Source: an optimization exercise on an open RTL-to-GDS flow (aim: small area, a short achievable clock period and few clock cycles). Production flows keep margins and buffers that such runs may drop.
RTL that was checked went through simulation tests only; none was proved equivalent to the original.
Power and IR drop assume default switching activity.

Setup of v6:
Design bf16_dual_lane_dot_product, start of the top module:
module bf16_dual_lane_dot_product (
   input  logic        clock,
   input  logic        reset,
   input  logic        req_valid,
   output logic        req_ready,
   input  logic [15:0] req_a_first,
   input  logic [15:0] req_b_first,
   input  logic [15:0] req_a_second,
   input  logic [15:0] req_b_second,
   input  logic        req_pair_valid,
   input  logic        req_last,
   output logic        rsp_valid,
   input  logic        rsp_ready,
   output logic [15:0] rsp_sum
);
==> module bfdp_lane, before the edit <==
module bfdp_lane (
   input  logic        clock,
   input  logic        kill,
   input  logic [15:0] a,
   input  logic [15:0] b,
   output logic [15:0] product,
   output logic [8:0]  esum,
   output logic        carry
);
   localparam logic [1:0] C_NORM = 2'd0, C_ZERO = 2'd1, C_INF = 2'd2, C_NAN = 2'd3;
   logic       s1_s;
   logic [8:0] s1_esum;
   logic [1:0] s1_cls;
   logic [6:0] s1_ma, s1_mb;
   logic [15:0] product_ff;
   logic [7:0] ea, eb;
   logic       nan_a, nan_b, inf_a, inf_b, z_a, z_b;
   logic [1:0] cls_in;
   assign ea = a[14:7];
   assign eb = b[14:7];
   assign inf_a = (ea == 8'hFF);
   assign inf_b = (eb == 8'hFF);
   assign nan_a = inf_a && (a[6:0] != 7'd0);
   assign nan_b = inf_b && (b[6:0] != 7'd0);
   assign z_a   = (ea == 8'd0);
   assign z_b   = (eb == 8'd0);
   always_comb begin
      if (kill) cls_in = C_ZERO;
      else if (nan_a || nan_b || (inf_a && z_b) || (z_a && inf_b)) cls_in = C_NAN;
      else if (inf_a || inf_b) cls_in = C_INF;
      else if (z_a || z_b) cls_in = C_ZERO;
      else cls_in = C_NORM;
   end
   always_ff @(posedge clock) begin
      s1_s    <= kill | (a[15] ^ b[15]);
      s1_esum <= {1'b0, ea} + {1'b0, eb};
      s1_cls  <= cls_in;
      s1_ma   <= a[6:0];
      s1_mb   <= b[6:0];
   end
   logic [15:0] p;
   logic        c;
   logic        z0, z1, i0, i1;
   logic [15:0] prod_in;
   bfdp_mul8 u_mul (.a(s1_ma), .b(s1_mb), .p(p[15:7]));
   assign p[6:0] = 7'd0;
   assign c  = p[15];
   assign z0 = (s1_esum <= 9'd127);
   assign z1 = (s1_esum <= 9'd126);
   assign i0 = (s1_esum >= 9'd382);
   assign i1 = (s1_esum >= 9'd381);
   logic [7:0]  e0, e1;
   assign e0 = s1_esum[7:0] + 8'h81;
   assign e1 = s1_esum[7:0] + 8'h82;
   logic [15:0] cand0, cand1;
   always_comb begin
      case (s1_cls)
         C_NAN:  begin cand0 = 16'h7F81;           cand1 = 16'h7F81; end
         C_INF:  begin cand0 = {s1_s, 15'h7F80};   cand1 = {s1_s, 15'h7F80}; end
         C_ZERO: begin cand0 = {s1_s, 15'd0};      cand1 = {s1_s, 15'd0}; end
         default: begin
            cand0 = z0 ? {s1_s, 15'd0} : i0 ? {s1_s, 15'h7F80} : {s1_s, e0, p[13:7]};
            cand1 = z1 ? {s1_s, 15'd0} : i1 ? {s1_s, 15'h7F80} : {s1_s, e1, p[14:8]};
         end
      endcase
   end
   assign prod_in = c ? cand1 : cand0;
   always_ff @(posedge clock) product_ff <= prod_in;
   assign product = product_ff;
   assign esum    = s1_esum;
   assign carry   = c;
endmodule
==> flow/config.mk <==
export PLATFORM = sky130hd
export DESIGN_NAME = bf16_dual_lane_dot_product
export DESIGN_NICKNAME = bf16_dual_lane_dot_product
export VERILOG_FILES = /design/flow/design.v
export SDC_FILE = /design/flow/constraint.sdc
export NUM_CORES = 4
export LEC_CHECK = 0
export ABC_AREA = 1
export CAP_MARGIN = 20
export CORE_MARGIN = 2
export CORE_UTILIZATION = 40
export SLEW_MARGIN = 20
export TNS_END_PERCENT = 30
==> flow/constraint.sdc <==
create_clock -name core_clock -period 10.5 [get_ports {clock}]
set_input_delay 2.1000 -clock core_clock [delete_from_list [all_inputs] [get_ports {clock}]]
set_output_delay 2.1000 -clock core_clock [all_outputs]
set_load 0.01 [all_outputs]
standard.sh (not shown) runs the stock make flow with config.mk's settings and CLKGATE_MAP_FILE= SYNTH_SCRIPT=/design/flow/synth_recipe.tcl, a recipe that flattens the netlist after the stock synthesis.
==> flow/flow/run.sh <==
#!/bin/bash
# Standard layout (the standard.sh), with the timing repair aimed at a
# shorter period than the clock's and plain buffers on the ports.  The clock
# and constraints are the design's.
export SETUP_SLACK_MARGIN=6
export BUFFER_PORTS_ARGS="-buffer_cell sky130_fd_sc_hd__buf_2"
bash standard.sh > standard.log 2>&1
The following lists how v7 was set up differently from v6:
diff --git a/flow/design.v b/flow/design.v
--- a/flow/design.v
+++ b/flow/design.v
@@ -188,9 +188,12 @@
    logic [15:0] p;
    logic        c;
+   logic [6:0]  m;
    logic        z0, z1, i0, i1;
+   logic [7:0]  e;
    logic [15:0] prod_in;
    bfdp_mul8 u_mul (.a(s1_ma), .b(s1_mb), .p(p[15:7]));
    assign p[6:0] = 7'd0;
    assign c  = p[15];
+   assign m  = c ? p[14:8] : p[13:7];
    assign z0 = (s1_esum <= 9'd127);
    assign z1 = (s1_esum <= 9'd126);
@@ -200,17 +203,17 @@
    assign e0 = s1_esum[7:0] + 8'h81;
    assign e1 = s1_esum[7:0] + 8'h82;
-   logic [15:0] cand0, cand1;
+   assign e  = c ? e1 : e0;
    always_comb begin
       case (s1_cls)
-         C_NAN:  begin cand0 = 16'h7F81;           cand1 = 16'h7F81; end
-         C_INF:  begin cand0 = {s1_s, 15'h7F80};   cand1 = {s1_s, 15'h7F80}; end
-         C_ZERO: begin cand0 = {s1_s, 15'd0};      cand1 = {s1_s, 15'd0}; end
+         C_NAN:  prod_in = 16'h7F81;
+         C_INF:  prod_in = {s1_s, 15'h7F80};
+         C_ZERO: prod_in = {s1_s, 15'd0};
          default: begin
-            cand0 = z0 ? {s1_s, 15'd0} : i0 ? {s1_s, 15'h7F80} : {s1_s, e0, p[13:7]};
-            cand1 = z1 ? {s1_s, 15'd0} : i1 ? {s1_s, 15'h7F80} : {s1_s, e1, p[14:8]};
+            if (c ? z1 : z0) prod_in = {s1_s, 15'd0};
+            else if (c ? i1 : i0) prod_in = {s1_s, 15'h7F80};
+            else prod_in = {s1_s, e, m};
          end
       endcase
    end
-   assign prod_in = c ? cand1 : cand0;
    always_ff @(posedge clock) product_ff <= prod_in;
    assign product = product_ff;
==> notes.md <==
Compared with v6, v7 shows post-detailed-routing wire length lower by 3.8%. v7: global-route usage 0.29 points below v6. v6 fits on a die that is larger than the die of v7. When the final numbers for v7 and v6 were put side by side, the layout overhead on the synthesized area turned out to be smaller in v7. v7 — number of cells traversed by the worst register-to-register path 8 higher, v6 as reference. Register share of total power is lower on v6. Any difference in clock network contribution to total cell area between v7 and v6 is small enough to ignore. Relative to v6, number of non-clock inverters in the layout has decreased by 3 in v7. v6 → v7: share of the clock period used by the worst path shows an increase of 1.6 points; sequential share of layout area increased 0.63 points. Compared to v6, v7 has met1 track demand over resource in global routing 1.1 points lower. Relative to v6, the leakage power total measured on v7 has decreased by a few percent.
Testbench counts of v7, summed over its fixed seeds: cycles 40,230.
Function not checked in v6: the RTL went through the layout flow alone.

-- what the ideal ports hide --
The flow's constraints put no driver on any port. The routed layouts listed below were extracted and timed again, unchanged, in two steps. Step 1 assumes that a clkbuf_16 drives the clock port and a buf_2 every other input. Step 2 times the ports against the registers' clock, not the clock port: input delays grow and output delays shrink by t, the midpoint of the rising clock arrivals with the driver on. Three values: ideal ports, drivers, drivers and shift; two values: the first two.
run	t (ns)	setup WS [ns]	latest minus earliest clock arrival (ns)	cell pins on the clock port's net
v6	0.552	5.911 / 5.892 / 5.513	0.015 / 0.016	1
v7	0.554	5.748 / 5.748 / 5.509	0.025 / 0.025	1
After both steps every run listed still meets setup and hold. For v6, which loses most, drivers alone change the setup slack by -0.019 ns; drivers and shift together by -0.398 ns.
